Background: an optimization exercise with open tools, aiming at small area, a short achievable clock period and few clock cycles per item. Do not read the settings as production practice. RTL that was checked went through simulation tests only; none was proved equivalent to the original.

==> build 22 <==
==> flow/design.v (excerpt) <==
module matvec3
(
    input  logic               clk,
    input  logic               reset,
    input  logic               input_valid,
    output logic               input_ready,
    input  logic signed [13:0] input_data,
    output logic               output_valid,
    input  logic               output_ready,
    output logic signed [27:0] output_data
);
==> flow/config.mk <==
export PLATFORM = sky130hd
export DESIGN_NAME = matvec3
export DESIGN_NICKNAME = matvec3
export VERILOG_FILES = /design/flow/design.v
export SDC_FILE = /design/flow/constraint.sdc
export NUM_CORES = 4
export LEC_CHECK = 0
export ABC_AREA = 1
export CAP_MARGIN = 20
export CORE_MARGIN = 2
export CORE_UTILIZATION = 40
export SETUP_SLACK_MARGIN = 4.1
export SLEW_MARGIN = 20
==> flow/constraint.sdc <==
create_clock -name core_clock -period 7.0 [get_ports {clk}]
set_input_delay 1.4000 -clock core_clock [delete_from_list [all_inputs] [get_ports {clk}]]
set_output_delay 1.4000 -clock core_clock [all_outputs]
set_load 0.01 [all_outputs]
standard.sh (not shown) runs the stock make flow with config.mk's settings and CLKGATE_MAP_FILE= SYNTH_SCRIPT=/design/flow/synth_recipe.tcl, a recipe that flattens the netlist after the stock synthesis.
==> flow/flow/run.sh <==
#!/bin/bash
# The standard layout (standard.sh) with two changes:
# - clock tree synthesis adds no dummy loads to balance the tree, and
#   clusters up to 20 flip-flops within 110 um per leaf buffer;
# - the port buffers are buf_1 cells.
set -o pipefail
export CTS_ARGS="-sink_clustering_enable -repair_clock_nets -sink_clustering_size 20 -sink_clustering_max_diameter 110 -buf_list sky130_fd_sc_hd__clkbuf_16 -dont_use_dummy_load"
export BUFFER_PORTS_ARGS="-buffer_cell sky130_fd_sc_hd__buf_1"
bash standard.sh > standard.log 2>&1
==> inputs of build 34, as changes to build 22 <==
==> flow/flow/run.sh (replaced) <==
#!/bin/bash
# The standard layout (standard.sh) with two changes:
# - clock tree synthesis adds no dummy loads to balance the tree;
# - the port buffers are buf_1 cells.
set -o pipefail
export CTS_ARGS="-sink_clustering_enable -repair_clock_nets -sink_clustering_size 40 -buf_list sky130_fd_sc_hd__clkbuf_8 -dont_use_dummy_load"
export BUFFER_PORTS_ARGS="-buffer_cell sky130_fd_sc_hd__buf_1"
bash standard.sh > standard.log 2>&1
CTS_BUF_LIST = sky130_fd_sc_hd__clkbuf_8   (was not set)
CTS_CLUSTER_SIZE = 40   (was not set)
SETUP_SLACK_MARGIN = 4.5   (was 4.1)
==> inputs of build 77, as changes to build 22 <==
==> flow/flow/run.sh (replaced) <==
#!/bin/bash
# The standard layout (standard.sh) with two changes:
# - clock tree synthesis adds no dummy loads to balance the tree;
# - the port buffers are buf_1 cells.
set -o pipefail
export CTS_ARGS="-sink_clustering_enable -repair_clock_nets -sink_clustering_size 40 -buf_list sky130_fd_sc_hd__clkbuf_8 -dont_use_dummy_load"
export BUFFER_PORTS_ARGS="-buffer_cell sky130_fd_sc_hd__buf_1"
export RECOVER_POWER=100
bash standard.sh > standard.log 2>&1
CTS_BUF_LIST = sky130_fd_sc_hd__clkbuf_8   (was not set)
CTS_CLUSTER_SIZE = 40   (was not set)
==> Implementation_results.wiki <==
{| class="wikitable"
! Metric !! Value
|-
| Final count of pins violating max slew || 29
|-
| Final wirelength || 32.4 mm
|-
| R2r endpoint || acc[24]$_DFFE_PP_
|-
| Run status || finished with violations
|-
| Count of inverters other than clock inverters in the layout || ~270
|-
| Number of max-cap violations || 1
|-
| GRT Overall Usage || 17.7%
|-
| Layout Check Fail Reasons || capacitance limit, slew limit
|-
| Maximum single-stage delay on the critical path || between 0.7 and 0.8 ns
|}
Source of the figures above: build 77

==> Implementation_results.wiki <==
{| class="wikitable"
! Metric !! Value
|-
| Number of max-cap violations || 0
|-
| Maximum single-stage delay on the critical path || approximately 0.53 ns
|-
| Run status || finished clean
|-
| GRT Overall Usage || between 15 and 20%
|-
| Final count of pins violating max slew || 0
|-
| Final wirelength || between 30 and 40 mm
|-
| Count of inverters other than clock inverters in the layout || around 270
|}
Source of the figures above: build 22

==> Implementation_results.wiki <==
{| class="wikitable"
! Metric !! Value
|-
| Maximum single-stage delay on the critical path || around 0.53 ns
|-
| GRT Overall Usage || roughly 20%
|-
| Run status || finished clean
|-
| Number of max-cap violations || 0
|-
| Final count of pins violating max slew || 0
|-
| R2r endpoint || add_i.r1[11]$_DFF_P_
|-
| Count of inverters other than clock inverters in the layout || ~280
|}
Source of the figures above: build 34

Testbench counts of build 22, summed over its fixed seeds: cycles 4,680, items 1,152.
Testbench counts of build 34, summed over its fixed seeds: cycles 4,680, items 1,152.
Testbench counts of build 77, summed over its fixed seeds: cycles 4,680, items 1,152.

==> yarrow: inputs <==
matvec3 again, from the RTL that the note above started with.
export LEC_CHECK = 0
export ABC_AREA = 1
export CAP_MARGIN = 20
export CORE_MARGIN = 2
export CORE_UTILIZATION = 40
export SETUP_SLACK_MARGIN = 4.1
export SLEW_MARGIN = 20
create_clock -name core_clock -period 7.0 [get_ports {clk}]
==> flow/flow/run.sh <==
#!/bin/bash
# The standard layout (standard.sh) with two changes:
# - clock tree synthesis adds no dummy loads to balance the tree, and
#   clusters up to 16 flip-flops within 90 um per leaf buffer;
# - the port buffers are buf_1 cells.
set -o pipefail
export CTS_ARGS="-sink_clustering_enable -repair_clock_nets -sink_clustering_size 16 -sink_clustering_max_diameter 90 -buf_list sky130_fd_sc_hd__clkbuf_8 -dont_use_dummy_load"
export BUFFER_PORTS_ARGS="-buffer_cell sky130_fd_sc_hd__buf_1"
bash standard.sh > standard.log 2>&1
==> delta: changes against yarrow <==
==> flow/run.sh (new file) <==
#!/bin/bash
# synth_recipe.tcl (not shown) runs the flow's synth.tcl, then flattens the netlist and writes it again
# the make line also repeats each setting of config.mk as NAME=value (left out here)
make -C /OpenROAD-flow-scripts/flow DESIGN_CONFIG=/design/flow/config.mk WORK_HOME=/design/flow/orfs CLKGATE_MAP_FILE= SYNTH_SCRIPT=/design/flow/synth_recipe.tcl finish
- CTS_BUF_LIST: not set -> sky130_fd_sc_hd__clkbuf_4
- CTS_CLUSTER_SIZE: not set -> 40
removed: flow/flow/run.sh
removed: flow/standard.sh
==> summary of the runs <==
delta completed without violations. yarrow finished with timing, DRC and antenna clean.
Of yarrow and delta, delta has the higher clock-buffer cell count (gap 80).
Between delta and yarrow, the lower critical path depth is in yarrow (gap 7).
Against yarrow, the first-iteration DRC count of delta is larger by 4.4%.
Synthesized area is the same in delta and yarrow.
Synthesized cell count is the same in delta and yarrow.
==> figures <==
| item | yarrow | delta |
|---|---|---|
| Instance area at placement | 14800 sq um | 15100 sq um |
| Worst Path Buf+Inv | 1 | 3 |
| WHS | 0.266 ns | 0.284 ns |
| Fraction of layout instances using a drive strength above 1 | 12.5% | 16.0% |
| Status | no timing/DRC/antenna violations | no timing/DRC/antenna violations |
| Met3 global-route usage | 2.18% | 3.62% |
| Sequential standard cell area | 6170 sq um | 6160 sq um |
| Worst setup path endpoint | acc[19]$_DFFE_PP_ | input_ready$_SDFF_PP1_ |
| Multi-input gate share of the layout cell area | 46.3% | 44.0% |
| RD Place Congestion | 0.901 | 0.879 |
| Critical path's largest stage delay | 0.55 ns | 0.63 ns |
Testbench counts of yarrow, summed over its fixed seeds: cycles 4,680, items 1,152.
Testbench counts of delta, summed over its fixed seeds: cycles 4,680, items 1,152.

==> inputs of v1 <==
Another version of the RTL of matvec3 (not shown whole).
## matvec3
module matvec3
(
    input  logic               clk,
    input  logic               reset,
    input  logic               input_valid,
    output logic               input_ready,
    input  logic signed [13:0] input_data,
    output logic               output_valid,
    input  logic               output_ready,
    output logic signed [27:0] output_data
);
==> flow/config.mk <==
export PLATFORM = sky130hd
export DESIGN_NAME = matvec3
export DESIGN_NICKNAME = matvec3
export VERILOG_FILES = /design/flow/design.v
export SDC_FILE = /design/flow/constraint.sdc
export NUM_CORES = 4
export LEC_CHECK = 0
export CAP_MARGIN = 20
export CORE_MARGIN = 2
export CORE_UTILIZATION = 40
export SLEW_MARGIN = 20
==> flow/constraint.sdc <==
create_clock -name core_clock -period 7.0 [get_ports {clk}]
set_input_delay 1.4000 -clock core_clock [delete_from_list [all_inputs] [get_ports {clk}]]
set_output_delay 1.4000 -clock core_clock [all_outputs]
set_load 0.01 [all_outputs]
run.sh (not shown) runs the stock make flow with config.mk's settings and CLKGATE_MAP_FILE= SYNTH_SCRIPT=/design/flow/synth_recipe.tcl, a recipe that flattens the netlist after the stock synthesis.
Stock flow here: none of the scripts above is used.
==> v12 (differences from v1) <==
ABC_AREA = 1   (was default)
==> comparison table <==
metric	v12	v1
Met1 Resource Use GR	0.229	0.278
Final Instance Count excl. Fillers	1938	2102
Cell area after technology mapping	13500 µm²	15000 µm²
Non-CTS buffers	51	73
Total area of sequential cells	5930 µm²	5930 µm²
Crit. path cell count	10	9
Source of the critical timing path	ring[9][9]$_DFF_P_	ring[9][2]$_DFF_P_
Result of the run	complete, no violations	complete, no violations
Number of vias after detailed routing	9252	11500
Number of fillers in the final layout	3272	3508
Post-route minimum period	4.37 ns	4.93 ns
Placer's final routability congestion estimate	0.902	0.869
Number of instances in the placed design	1882	2048
Yosys cell types	40	70
Die Outline Area	35300 µm²	39000 µm²
Slack of the worst reg-to-reg path	2.63 ns	2.07 ns
Final-layout clock-cell area share	0.0646	0.0600
No run of this note included a check of the RTL's function; only the layout flow was run.

==> inputs of run a <==
Another version of the RTL of matvec3 (not shown whole).
// matvec3
module matvec3
(
    input  logic               clk,
    input  logic               reset,
    input  logic               input_valid,
    output logic               input_ready,
    input  logic signed [13:0] input_data,
    output logic               output_valid,
    input  logic               output_ready,
    output logic signed [27:0] output_data
);
clock: 7.0 ns
lec_check: 0
abc_area: 1
cap_margin: 20
core_margin: 2
core_utilization: 40
cts_buf_list: sky130_fd_sc_hd__clkbuf_8
cts_cluster_size: 40
setup_slack_margin: 3.5
slew_margin: 20
==> run b: changes against run a <==
- SETUP_SLACK_MARGIN: 3.5 -> 3.8
==> run c: changes against run a <==
- CORE_UTILIZATION: 40 -> 65
- CTS_BUF_LIST: sky130_fd_sc_hd__clkbuf_8 -> unset
- CTS_CLUSTER_SIZE: 40 -> unset
- SETUP_SLACK_MARGIN: 3.5 -> 3.8
==> out/metrics.yaml <==
layout:
  clock_area_frac: 0.0551
worst_setup_path:
  endpoint: "c_q[13]$_DFF_P_"
  critPathSlowestCell: "fa_1"
cts:
  cts_setup_buffers: 7
floorplanning:
  nWellTaps: 275
grt:
  grt_pass1_vias: 10000
drt:
  wl_met3_mm: 1.75
  drt-total-wl_mm: 32.5
outcome:
  outcome: "no timing/DRC/antenna violations"
-- figures above: run c

==> out/metrics.yaml <==
layout:
  clock_area_frac: 0.0640
  layout.nets: 1716
drt:
  drt-total-wl_mm: 30.8
  num_vias: 9738
worst_setup_path:
  critPathSlowestCell: "dfxtp_1"
  endpoint: "c_q[16]$_DFF_P_"
grt:
  grt_pass1_vias: 9649
floorplanning:
  nWellTaps: 455
outcome:
  outcome: "no timing/DRC/antenna violations"
-- figures above: run a

==> out/metrics.yaml <==
layout:
  clock_area_frac: 0.0554
worst_setup_path:
  critPathSlowestCell: "fa_1"
  endpoint: "c_q[15]$_DFF_P_"
drt:
  drt-total-wl_mm: 31.9
cts:
  cts_setup_buffers: 6
outcome:
  outcome: "no timing/DRC/antenna violations"
-- figures above: run b

Testbench counts of run a, summed over its fixed seeds: cycles 4,680, items 1,152.
Testbench counts of run b, summed over its fixed seeds: cycles 4,680, items 1,152.
Testbench counts of run c, summed over its fixed seeds: cycles 4,680, items 1,152.

-- what the ideal ports hide --
In the flow no input, the clock included, has a driving cell. The finished layouts below were timed again as built, in two steps. Step 1: set_driving_cell puts a clkbuf_16 on clk and a buf_2 on each other input, an assumption about the parent block. Step 2, shift: input delay + t, output delay - t, t = (earliest + latest rising clock arrival at the registers) / 2. This alone moves slack from input paths to output paths. Three values: no drivers, after step 1, after step 2; two values: the first two.
run | t (ns) | setup slack, ns | hold slack, ns | worst setup path after step 2 | cell pins on the clock port's net
build 22 | 0.541 | 4.158 / 4.158 / 3.787 | 0.292 / 0.292 / 0.292 | input to register | 1
build 34 | 0.601 | 4.158 / 4.158 / 3.913 | 0.312 / 0.312 / 0.312 | input to register | 1
build 77 | 0.582 | 2.981 / 2.981 / 2.834 | 0.311 / 0.311 / 0.311 | input to register | 1
yarrow | 0.603 | 4.143 / 4.143 / 3.739 | 0.266 / 0.266 / 0.266 | input to register | 1
delta | 0.728 | 3.915 / 3.939 / 3.211 | 0.284 / 0.284 / 0.284 | input to register | 1
v1 | 0.613 | 2.072 / 2.072 / 2.072 | 0.321 / 0.321 / 0.321 | register to register | 1
v12 | 0.600 | 2.627 / 2.627 / 2.627 | 0.323 / 0.323 / 0.323 | register to register | 1
run a | 0.612 | 3.650 / 3.650 / 3.213 | 0.294 / 0.294 / 0.294 | input to register | 1
run b | 0.629 | 3.862 / 3.862 / 3.361 | 0.291 / 0.291 / 0.291 | input to register | 1
run c | 0.590 | 3.824 / 3.824 / 3.350 | 0.323 / 0.323 / 0.323 | input to register | 1
The setup slack of delta, which loses most, moves by +0.024 ns with the drivers and by -0.704 ns with both steps.
